Background: an optimization exercise with open tools, aiming at small area, a short achievable clock period and few clock cycles. Do not read the settings as production practice.
No functional check of the RTL was part of any run shown here.
Power is estimated from default activity; no workload was simulated.

### flow/design.v
package dzr_pkg;
   typedef logic [2:0] phase_type;
   localparam phase_type PH_WIDTH  = 3'd0;   
   localparam phase_type PH_HEIGHT = 3'd1;   
   localparam phase_type PH_MUL    = 3'd2;   
   localparam phase_type PH_EMPTY  = 3'd3;   
   localparam phase_type PH_FULL   = 3'd4;   
   localparam phase_type PH_LIT    = 3'd5;   
endpackage
module dzr_parser (
   input  logic        clock,
   input  logic        reset,
   input  logic        req_valid,
   output logic        req_ready,
   input  logic [7:0]  req_data_byte,
   output logic        rsp_valid,
   input  logic        rsp_ready,
   output logic [15:0] rsp_depth_value,
   output logic [31:0] rsp_repeat_count,
   output logic        rsp_frame_last,
   output logic        rsp_overrun_error
);
   logic        rdy, rdy_n;
   dzr_pkg::phase_type ph, ph_n;
   logic [1:0]  idx, idx_n;
   logic        ecalc, ecalc_n;
   logic [31:0] cnt, cnt_n;
   logic [31:0] rem, rem_n;
   logic [31:0] cnt_out, cnt_out_n;
   logic        wovf, wovf_n;
   logic [7:0]  lo, lo_n;
   logic [15:0] dep, dep_n;
   logic        last_ff, last_n;
   logic        ovf_ff, ovf_n;
   logic        vld_ff, vld_n;
   logic        take;
   logic        last_byte, last_byte_n, writes_out_n;
   logic        mul_step;
   logic [31:0] field;
   logic [31:0] x;
   logic        cin;
   logic [31:0] sum;
   logic        cout;
   logic        clip;
   logic        newsat;
   logic        in_frame;
   assign take      = req_valid && rdy;
   assign field     = {req_data_byte, cnt[31:8]};
   assign last_byte = (ph == dzr_pkg::PH_LIT) ? idx[0] : (idx == 2'd3);
   assign mul_step  = (ph == dzr_pkg::PH_MUL) && (cnt_out != 32'h0);
   always_comb begin
      if (ph == dzr_pkg::PH_MUL) x = cnt_out[0] ? cnt : 32'h0;
      else if (ecalc) x = ~cnt;
      else x = 32'hFFFF_FFFF;
      cin = ecalc;
      {cout, sum} = {1'b0, rem} + {1'b0, x} + {32'h0, cin};
   end
   assign clip     = !cout;
   assign in_frame = (rem != 32'h0);
   assign newsat   = cnt_out[0] && (cout || wovf);
   always_comb begin
      ph_n      = ph;
      idx_n     = idx;
      ecalc_n   = ecalc;
      cnt_n     = cnt;
      rem_n     = rem;
      cnt_out_n = cnt_out;
      wovf_n    = wovf;
      lo_n      = lo;
      dep_n     = dep;
      last_n    = last_ff;
      ovf_n     = ovf_ff;
      vld_n     = vld_ff && !rsp_ready;
      if (ecalc && !vld_ff) begin
         ecalc_n = 1'b0;
         rem_n   = clip ? 32'h0 : sum;
         if (cnt != 32'h0) begin
            vld_n     = 1'b1;
            cnt_out_n = clip ? rem : cnt;
            dep_n     = 16'h0;
            last_n    = clip || (sum == 32'h0);
            ovf_n     = clip;
         end
      end
      if (mul_step) begin
         rem_n     = newsat ? 32'hFFFF_FFFF : sum;
         wovf_n    = wovf || cnt[31];
         cnt_n     = {cnt[30:0], 1'b0};
         cnt_out_n = {1'b0, cnt_out[31:1]};
      end else if (ph == dzr_pkg::PH_MUL) begin
         ph_n = (rem == 32'h0) ? dzr_pkg::PH_WIDTH : dzr_pkg::PH_EMPTY;
         if (take) begin
            cnt_n = field;
            idx_n = 2'd1;
         end
      end else if (take) begin
         idx_n = last_byte ? 2'd0 : idx + 2'd1;
         case (ph)
            dzr_pkg::PH_WIDTH: begin
               cnt_n = field;
               if (last_byte) ph_n = dzr_pkg::PH_HEIGHT;
            end
            dzr_pkg::PH_HEIGHT: begin
               cnt_out_n = {req_data_byte, cnt_out[31:8]};
               rem_n     = 32'h0;
               wovf_n    = 1'b0;
               if (last_byte) ph_n = dzr_pkg::PH_MUL;
            end
            dzr_pkg::PH_EMPTY: begin
               cnt_n = field;
               if (last_byte) begin
                  ph_n    = dzr_pkg::PH_FULL;
                  ecalc_n = 1'b1;
               end
            end
            dzr_pkg::PH_FULL: begin
               cnt_n = field;
               if (last_byte) begin
                  if (field != 32'h0) ph_n = dzr_pkg::PH_LIT;
                  else ph_n = (rem == 32'h0) ? dzr_pkg::PH_WIDTH : dzr_pkg::PH_EMPTY;
               end
            end
            default: begin
               if (!idx[0]) begin
                  lo_n = req_data_byte;
               end else begin
                  vld_n     = 1'b1;
                  dep_n     = {req_data_byte, lo};
                  cnt_out_n = 32'd1;
                  last_n    = (rem == 32'd1);
                  ovf_n     = !in_frame;
                  rem_n     = in_frame ? sum : rem;
                  cnt_n     = cnt - 32'd1;
                  if (cnt == 32'd1) begin
                     ph_n = (rem == 32'd0 || rem == 32'd1) ?
                            dzr_pkg::PH_WIDTH : dzr_pkg::PH_EMPTY;
                  end
               end
            end
         endcase
      end
      last_byte_n  = (ph_n == dzr_pkg::PH_LIT) ? idx_n[0] : (idx_n == 2'd3);
      writes_out_n = (ph_n == dzr_pkg::PH_HEIGHT) || ecalc_n ||
                     (ph_n == dzr_pkg::PH_LIT && last_byte_n);
      rdy_n        = !(mul_step ? (cnt_out[31:1] != 31'h0) : (ph_n == dzr_pkg::PH_MUL)) &&
                     !(writes_out_n && vld_n);
   end
   always_ff @(posedge clock) begin
      if (reset) begin
         ph     <= dzr_pkg::PH_WIDTH;
         idx    <= 2'd0;
         ecalc  <= 1'b0;
         vld_ff <= 1'b0;
         rdy    <= 1'b1;
      end else begin
         ph     <= ph_n;
         idx    <= idx_n;
         ecalc  <= ecalc_n;
         vld_ff <= vld_n;
         rdy    <= rdy_n;
      end
   end
   always_ff @(posedge clock) begin
      cnt     <= cnt_n;
      rem     <= rem_n;
      cnt_out <= cnt_out_n;
      wovf    <= wovf_n;
      lo      <= lo_n;
      dep     <= dep_n;
      last_ff <= last_n;
      ovf_ff  <= ovf_n;
   end
   assign req_ready         = rdy;
   assign rsp_valid         = vld_ff;
   assign rsp_depth_value   = dep;
   assign rsp_repeat_count  = cnt_out;
   assign rsp_frame_last    = last_ff;
   assign rsp_overrun_error = ovf_ff;
endmodule
module depth_zero_run_decoder (
   input  logic               clock,
   input  logic               reset,
   input  logic               req_valid,
   output logic               req_ready,
   input  logic [7:0]         req_data_byte,
   output logic               rsp_valid,
   input  logic               rsp_ready,
   output logic signed [15:0] rsp_depth_value,
   output logic [31:0]        rsp_repeat_count,
   output logic               rsp_frame_last,
   output logic               rsp_overrun_error
);
   dzr_parser u_parser (
      .clock             (clock),
      .reset             (reset),
      .req_valid         (req_valid),
      .req_ready         (req_ready),
      .req_data_byte     (req_data_byte),
      .rsp_valid         (rsp_valid),
      .rsp_ready         (rsp_ready),
      .rsp_depth_value   (rsp_depth_value),
      .rsp_repeat_count  (rsp_repeat_count),
      .rsp_frame_last    (rsp_frame_last),
      .rsp_overrun_error (rsp_overrun_error)
   );
endmodule
### flow/flow/run.sh
#!/bin/bash
# Standard ORFS layout, with repair_timing aiming for extra setup slack so
# that the achieved period shrinks. Constraints and clock are unchanged.
set -euo pipefail
bash standard.sh SETUP_SLACK_MARGIN=7.5 finish > orfs_flow.log 2>&1
### flow/standard.sh
#!/bin/bash
# synth_recipe.tcl (not shown) runs the flow's synth.tcl, then flattens the netlist and writes it again
# the make line also repeats each setting of config.mk as NAME=value (left out here)
make -C /OpenROAD-flow-scripts/flow DESIGN_CONFIG=/design/flow/config.mk WORK_HOME=/design/flow/orfs CLKGATE_MAP_FILE= SYNTH_SCRIPT=/design/flow/synth_recipe.tcl "${@:-finish}"
### flow/config.mk
export PLATFORM = sky130hd
export DESIGN_NAME = depth_zero_run_decoder
export DESIGN_NICKNAME = depth_zero_run_decoder
export VERILOG_FILES = /design/flow/design.v
export SDC_FILE = /design/flow/constraint.sdc
export NUM_CORES = 4
export LEC_CHECK = 0
export CAP_MARGIN = 20
export CORE_MARGIN = 2
export CORE_UTILIZATION = 40
export SLEW_MARGIN = 20
### flow/constraint.sdc
create_clock -name core_clock -period 11.0 [get_ports {clock}]
set_input_delay 2.2000 -clock core_clock [delete_from_list [all_inputs] [get_ports {clock}]]
set_output_delay 2.2000 -clock core_clock [all_outputs]
set_load 0.01 [all_outputs]
==> run notes, run 1 <==
- Htree depth: 4
- Max Clock Skew: 0.01738 ns
- Drc violations: 0
- HPWL after detailed placement: 24,730 um
- Net count after synthesis: 1,224
- Port buffer count: 63
- Yosys reg bits: 131
- Main combinational cell family by area after synthesis: compound AO/OA/AOI/OAI gates
- Vias per cell: 6.405
- Rows: 57
- Max Slew Vio Count: 0
- Yosys top cell area share: 22.12%
- LEAKAGE: 4.879 nW
- Post-synthesis sequential area ratio: 34.20%
- DRT Pass-1 Iters: 7
- Antenna violations before repair: 0
- TritonCTS clock tree: built
- Routability Congestion: 0.9512
- Num ports: 64
- Largest net degree at the start of global routing: 74
- EDFF count, synth: 72
- First-pass GRT wire length: 57,710 um
- Worst skew pair latency: 0.44 ns
- Outcome: complete, no violations
- Area of the multi-input gates: 6789 um2
- Adder-cell share of the synthesized area: 4.762%
- Worst setup SP type: register
- Die H: 160.3 um
- Hold crit path type: register to register
- Starting DRT DRC Count: 1,353
- Setup TNS: 0 ns
- Post-Synth XOR/XNOR Area: 4.122%
- Remaining Overflow, GRT: 0
- Top FF cell, synth: edfxtp_1
- Crit Path Max Fanout: 16
- Antenna diode count: 0
- Vias post-DR: 10,120
- Relative slew slack: 34.69%
- Final period util: 36.76%
- Final setup fails: 0
- Top cells by count, synth: a21oi_1 (144), nand2_1 (123), o21ai_0 (102)
- Max-cap violation count: 0
- Kind of critical path: register to register
- Vias in the first global route: 9,658
- Compound-cell area share of the yosys netlist: 29.66%
- TritonCTS buffer count: 17
- CP Capture Type: register
- Clock transition at path regs: 0.07 ns
- Mapped Area: 9774 um2
- Layout cells sized above 1: 24.28%
- Crit-path max cell delay: 0.39 ns
- Area share of and/or/nand/nor cells after synthesis: 19.27%
- Core box area: 24,180 um2
- Slew of the pin with the lowest slew margin: 0.9773 ns
- Syn Area/Cell: 8.312 um2
- Ys Warns: 1
- Initial Util: 40.43%
- Delay-heaviest family, CP: compound AO/OA/AOI/OAI gates
- Design area: 12,780 um2
- Fill cells: 2,195
- Final Hold Slack: 0.4440 ns
- P per Cell Area: 294.5 nW/um2
- DR WL/cell: 23.74 um
- Area growth syn-to-layout: 30.71%
- Final WS setup: 6.957 ns
- Maximum vdd drop: 171.9 uV
- Nets@finish: 1,291
- Tot Pwr: 3.762 mW
- Crit-path cells: nand2b_4 > nand2b_4 > buf_12 > and2_4 > bufbuf_16 > a21oi_1 > ha_1 > a21oi_2 > o21ai_0 > o31ai_1 > a31oi_2 > a21boi_1 > o21ai_0 > a21oi_1 > xnor2_1 > a221o_1
- Yosys cell types: 85
- Largest area contributor in the synthesized netlist: edfxtp_1
- Critical Path RT: 11.18 ns
- DRT Wirelength: 37,510 um
- Worst path arrival time: 4.23 ns
- Placed Area: 10,640 um2
- CP Buf/Inv Count: 2
- Die W: 160.3 um
- Place WS: 5.807 ns
- Mux contribution to synthesized area: 3.277%
- Fin. Hold Viols: 0
- Syn Inst Count: 1,176
- Fraction of registers with async set or reset after synthesis: 0%
- Total area of sequential cells: 3403 um2
- Hold Buf Count CTS: 0
- Clk buf depth: 2
- Slowest cell on the critical path: o31ai_1
- Clock sink count: 131
- Max Clk Rate: 247.3 MHz
- Clk root buf: clkbuf_16
- R2R setup slack: 6.96 ns
- Final min period: 4.043 ns
- Most numerous cell in the Yosys netlist: a21oi_1
- Final ANT Viol Nets: 0
- RSZ-0062 raised after global routing: true
- Gr usage total: 28.74%
- Top area cells in the synthesized netlist: edfxtp_1 (22%), dfxtp_1 (12%), a21oi_1 (7.4%)
- Die area: 25,700 um2
-- flip-flops by register name, summed over array words and instances, names as in the netlist, named ones only --
name / count
u_parser.dep: 16
u_parser.idx: 1
u_parser.cnt: 32
u_parser.ph: 3
u_parser.vld_ff: 1
u_parser.lo: 8
u_parser.rdy: 1
u_parser.ovf_ff: 1
u_parser.wovf: 1
u_parser.ecalc: 1
u_parser.last_ff: 1
u_parser.rem: 32
u_parser.cnt_out: 32
-- power breakdown --
group	internal, mW	switching (mW)
Clock	0.322	0.255
Sequential	0.657	0.230
Combinational	1.06	1.23
-- worst min-delay path: stages (launching register included) --
cell and delay [ns]:
edfxtp_1 0.32, nand2_1 0.04, o21ai_0 0.06
-- worst paths after layout --
check                                                from                         end  depth (start not counted)
worst max-delay path            u_parser.ph[0]$_SDFF_PP0_  u_parser.rem[30]$_DFFE_PP_                         16
worst min-delay path             u_parser.lo[1]$_DFFE_PP_     u_parser.dep[1]$_DFF_P_                          2
worst max register to register  u_parser.ph[0]$_SDFF_PP0_  u_parser.rem[30]$_DFFE_PP_                         16
worst min register to register   u_parser.lo[1]$_DFFE_PP_     u_parser.dep[1]$_DFF_P_                          2
-- cell usage in the layout (no fill, tap or decap), types with 7 or more instances in the layout --
cell,instances
nor2b_1,9
ha_1,24
dfxtp_2,21
inv_1,16
a221o_1,21
nand2b_1,10
o21ai_2,7
buf_4,53
edfxtp_1,72
nor3_1,17
o21ai_0,61
inv_6,8
o22ai_1,13
a21oi_2,22
dfxtp_4,9
clkbuf_16,17
xnor2_1,26
nand4_1,15
dlygate4sd2_1,48
mux2i_2,7
a222oi_1,29
a21oi_4,11
and3_1,8
mux2i_1,20
a21oi_1,113
a211oi_1,12
nand3_1,17
a21o_1,12
nor4_1,16
and2_1,8
nand3_2,9
o211ai_1,14
buf_6,16
xor2_1,18
dfxtp_1,29
nand2_1,116
nor2_1,91
o21ai_1,42
buf_12,10
-- timing repair --
item,in CTS,in global routing
cloned,10,0
gates resized for setup,298,74
pin swaps,53,39
buffers inserted,53,7
endpoints found under the setup margin,207,72
-- cell families after synthesis --
group | after synthesis
AO/OA/AOI/OAI | 433
adder cells (fa/ha/maj) | 36
AND/OR/NAND/NOR | 384
buffers and inverters | 114
flip-flops | 131
XOR/XNOR | 46
multiplexers | 32
-- routing by layer --
| metal | wire length (um) | GRT usage, % | vias up |
|---|---|---|---|
| li1 | - | - | 4615 |
| met1 | 15480 | 37.71 | 4950 |
| met2 | 17770 | 46.91 | 470 |
| met3 | 2827 | 4.339 | 85 |
| met4 | 1432 | 13.23 | 0 |
| met5 | 0 | 0 | - |
-- metrics by stage --
step	instances	util [%]
final	1580	52.84
after global routing	1580	52.84
after CTS	1573	51.56
after detailed placement	1478	44.01
after global placement	1478	43.99
after floorplan	1176	-
-- final cells by class --
| cell class | instances | share of cell area (%) |
|---|---|---|
| repair buffers | 143 | 12.01 |
| inverters | 17 | 0.4995 |
| clock buffers | 17 | 3.330 |
| clock inverters | 15 | 1.214 |
| well taps | 324 | 3.173 |
| multi-input cells | 933 | 53.14 |
| flip-flops and latches | 131 | 26.64 |
==> inputs of run 2 (changes only) <==
==> flow/run.sh (new file) <==
#!/bin/bash
# synth_recipe.tcl (not shown) runs the flow's synth.tcl, then flattens the netlist and writes it again
# the make line also repeats each setting of config.mk as NAME=value (left out here)
make -C /OpenROAD-flow-scripts/flow DESIGN_CONFIG=/design/flow/config.mk WORK_HOME=/design/flow/orfs CLKGATE_MAP_FILE= SYNTH_SCRIPT=/design/flow/synth_recipe.tcl finish
removed: flow/flow/run.sh
removed: flow/standard.sh
==> run 2 against run 1 <==
  * Synthesized area unchanged
  * Worst hold slack worse by 0.0014 ns
  * Clock-buffer cell count is 2 higher
  * Largest power group unchanged
  * Sequential power fell by 3.6%
==> run notes, run 2 <==
- Outcome: complete, no violations
- Fin. Hold Viols: 0 (unchanged)
- Comb power frac: 52.3% (-8.8 points)
- Maximum vdd drop: 183.4 uV (+6.7%)
- Met3 Use GR: 5.449% (+1.1 points)
- Relative slew slack: 25.91% (-8.8 points)
- Routing usage on met1: 34.61% (-3.1 points)
- Critical Path RT: 11.18 ns (about the same)
- Rows: 57 (unchanged)
- Routability Congestion: 0.9360 (-1.6%)
- Hold Buf Count CTS: 0 (unchanged)
- Hold crit path type: register to register
- Max Clk Rate: 167.7 MHz (-32%)
- Top FF cell, synth: edfxtp_1
- Clk root buf: clkbuf_16
- Final WS setup: 5.038 ns (-1.918 ns)
- Worst path arrival time: 6.14 ns (+1.91 ns)
- Yosys reg bits: 131 (unchanged)
- Place WS: 5.076 ns (-0.7315 ns)
- Fraction of registers with async set or reset after synthesis: 0% (unchanged)
- Commonest cells after routing, fill and taps aside: a21oi_1 (143), nand2_1 (123), o21ai_0 (102), nor2_1 (97), edfxtp_1 (72)
- Largest area contributor in the synthesized netlist: edfxtp_1
- Final setup fails: 0 (unchanged)
- TritonCTS clock tree: built
- Max Slew Vio Count: 0 (unchanged)
- Vias per cell: 6.380 (-0.39%)
- Vias post-DR: 9,653 (-4.6%)
- DRT Wirelength: 33,530 um (-11%)
- P per Cell Area: 275.3 nW/um2 (-6.5%)
- Port buffer count: 63 (unchanged)
- Crit-path cells: nand2b_1 > nand2b_1 > buf_4 > and2_1 > a21oi_1 > fa_1 > inv_1 > fa_1 > nand2b_1 > a21oi_2 > o2111ai_1 > and3_1 > a21oi_2 > o31ai_4 > buf_4 > o311ai_4 > buf_6 > a221o_1
- Tot Pwr: 3.077 mW (-18%)
- Nets@finish: 1,224 (-5.2%)
- First-pass GRT wire length: 51,950 um (-10%)
- Layout cells sized above 1: 6.897% (-17 points)
- Die area: 25,700 um2 (unchanged)
- Worst setup SP type: register
- Vias in the first global route: 8,833 (-8.5%)
- CP Capture Type: register
- Kind of critical path: register to register
- Antenna violations before repair: 0 (unchanged)
- Remaining Overflow, GRT: 0 (unchanged)
- Most used routing layer in global routing: met2
- DRT Pass-1 Iters: 7 (unchanged)
- Clock sink count: 131 (unchanged)
- Top cells by count, synth: a21oi_1 (144), nand2_1 (123), o21ai_0 (102)
- RSZ-0062 raised after global routing: false
- DR WL/cell: 22.16 um (-6.7%)
- Mapped Area: 9774 um2 (unchanged)
- Ys Warns: 1 (unchanged)
- Die W: 160.3 um (unchanged)
- Grt met2 use: 40.61% (-6.3 points)
- Post-CTS setup buffer count: 0 (-100%)
- Clock share of power: 19.9% (+4.6 points)
- Crit-path most repeated cell: nand2b_1
- Yosys top cell area share: 22.12% (unchanged)
- Drc violations: 0 (unchanged)
- TritonCTS buffer count: 17 (unchanged)
- Core box area: 24,180 um2 (unchanged)
- Worst skew pair latency: 0.43 ns (about the same)
- Final min period: 5.962 ns (+1.918 ns)
- Slew of the pin with the lowest slew margin: 1.111 ns (+0.1340 ns)
- LEAKAGE: 3.994 nW (-18%)
- Most common cell after layout, fill and taps aside: a21oi_1
- Largest net degree at the start of global routing: 77 (+4.1%)
- Max Clock Skew: 0.01000 ns (-0.007378 ns)
- Slowest cell on the critical path: and2_1
- Antenna diode count: 0 (unchanged)
- Sw frac: 45.73% (about the same)
- Syn Area/Cell: 8.312 um2 (unchanged)
- Switching power: 1.407 mW (-18%)
- Int Pwr: 1.670 mW (-18%)
- Clk buf depth: 2 (unchanged)
- Setup TNS: 0 ns (unchanged)
- Yosys cell types: 85 (unchanged)
- EDFF count, synth: 72 (unchanged)
- Starting DRT DRC Count: 1,399 (+3.4%)
- Die H: 160.3 um (unchanged)
- Initial Util: 40.43% (unchanged)
- Post-synthesis sequential area ratio: 34.20% (unchanged)
- Htree depth: 4 (unchanged)
- Most numerous cell in the Yosys netlist: a21oi_1
- Final ANT Viol Nets: 0 (unchanged)
- Crit-path max cell delay: 0.93 ns (+0.54 ns)
- HPWL after detailed placement: 24,300 um (-1.7%)
- Top area cells in the synthesized netlist: edfxtp_1 (22%), dfxtp_1 (12%), a21oi_1 (7.4%)
- Biggest regs: u_parser.cnt x32, u_parser.cnt_out x32, u_parser.rem x32
- Area growth syn-to-layout: 14.35%
- Power share of the sequential group: 27.8% (+4.2 points)
- Gr usage total: 25.79% (-3.0 points)
- Crit Path Max Fanout: 37 (+21)
- Final period util: 54.20% (+17 points)
- Num ports: 64 (unchanged)
- Syn Inst Count: 1,176 (unchanged)
- Clock transition at path regs: 0.06 ns (about the same)
- Net count after synthesis: 1,224 (unchanged)
- CTS resizes: 0 (-100%)
- Max-cap violation count: 0 (unchanged)
- Fill cells: 2,336 (+6.4%)
-- run 2: cell types whose count changed in the layout (fill, tap and decap cells not counted), sizes merged, moves of 2 or more --
cell | before | now
bufbuf | 3 | 0
clkdlybuf4s50 | 2 | 63
buf | 86 | 15
dlymetal6s2s | 4 | 0
inv | 30 | 24
clkinv | 1 | 3
o211a | 5 | 3
dlygate4sd2 | 48 | 0
clkbuf | 17 | 19
-- run 2: worst paths after layout --
kind,from,endpoint,slack (ns),cells after the start
worst max-delay path,u_parser.ph[0]$_SDFF_PP0_,u_parser.rem[30]$_DFFE_PP_,5.04,18
worst min-delay path,u_parser.lo[3]$_DFFE_PP_,u_parser.dep[3]$_DFF_P_,0.44,2
worst max register to register,u_parser.ph[0]$_SDFF_PP0_,u_parser.rem[30]$_DFFE_PP_,5.04,18
worst min register to register,u_parser.lo[3]$_DFFE_PP_,u_parser.dep[3]$_DFF_P_,0.44,2
-- run 2: per-layer routing --
layer	routed length (um)	vias to the layer above
met5	0	-
met4	1145	0
met3	2881	72
met2	15000	520
met1	14500	4581
li1	-	4480
-- run 2: layout make-up --
type	count	area, um2	area share [%]
multi-input combinational	931	5993	53.62
inverter	17	63.81	0.5709
clock buffer	19	464.2	4.153
tap	324	405.4	3.627
sequential	131	3343	29.91
timing repair buffer	78	747.0	6.683
clock inverter	13	160.2	1.433
-- run 2: cell families (layout without fill, tap and decap cells) --
| logic type | Yosys count | count (layout) | synth area share [%] |
|---|---|---|---|
| xor+xnor | 46 | 46 | 4.122 |
| simple gates | 384 | 384 | 19.27 |
| fa+ha+maj | 36 | 36 | 4.762 |
| flops | 131 | 131 | 34.20 |
| compound gates | 433 | 433 | 29.66 |
| mux | 32 | 32 | 3.277 |
| buf+inv | 114 | 127 | 4.711 |
-- run 2: critical path, delay by kind of cell (launching register included) --
| kind | cells | cell delay [ns] |
|---|---|---|
| adder cells (fa/ha/maj) | 2 | 0.65 |
| AND/OR/NAND/NOR | 5 | 1.83 |
| buffers and inverters | 4 | 1.16 |
| AO/OA/AOI/OAI | 7 | 1.52 |
| flip-flops | 1 | 0.52 |
-- run 2: metrics by stage --
stage          cell area (um2)  util (%)  cells  hold WS [ns]
3_5_place_dp             10540     43.60   1480        0.4271
5_1_grt                  11180     46.23   1513        0.4767
3_3_place_gp             10540     43.58   1480        0.4221
4_1_cts                  11170     46.18   1512        0.4440
2_1_floorplan             9774         -   1176        0.4178
6_report                 11180     46.23   1513        0.4426
-- run 2: power groups by stage --
stage | registers (mW) | clock network [mW] | logic [mW]
3_3_place_gp | 0.853 | 0 | 1.57
6_report | 0.855 | 0.612 | 1.61
3_5_place_dp | 0.852 | 0 | 1.58
2_1_floorplan | 0.759 | 0 | 1.21
5_1_grt | 0.860 | 0.636 | 1.76
4_1_cts | 0.842 | 0.616 | 1.59

==> separate check: timing with driven ports <==
Ports are ideal in the flow. The routed layouts listed here were re-timed in OpenROAD.
Step 1 assumes that a clkbuf_16 drives the clock port and a buf_2 every other input.
Step 2 also shifts input and output timing later by t, the mid clock arrival at the registers, as if the neighbouring blocks saw the same clock.
Slacks: no drivers / after step 1 / after step 2; pairs: no drivers / after step 1.
run | t, ns | setup slack, ns | hold WS [ns] | worst slew at a driven data input, ns
run 1 | 0.480 | 6.957 / 6.957 / 6.708 | 0.444 / 0.444 / 0.444 | 0.06
run 2 | 0.480 | 5.038 / 5.038 / 5.038 | 0.443 / 0.443 / 0.443 | 0.03
After both steps setup and hold are still met in every run listed. The setup slack of run 1, which loses most, moves by 0.000 ns with the drivers and by -0.249 ns with both steps.
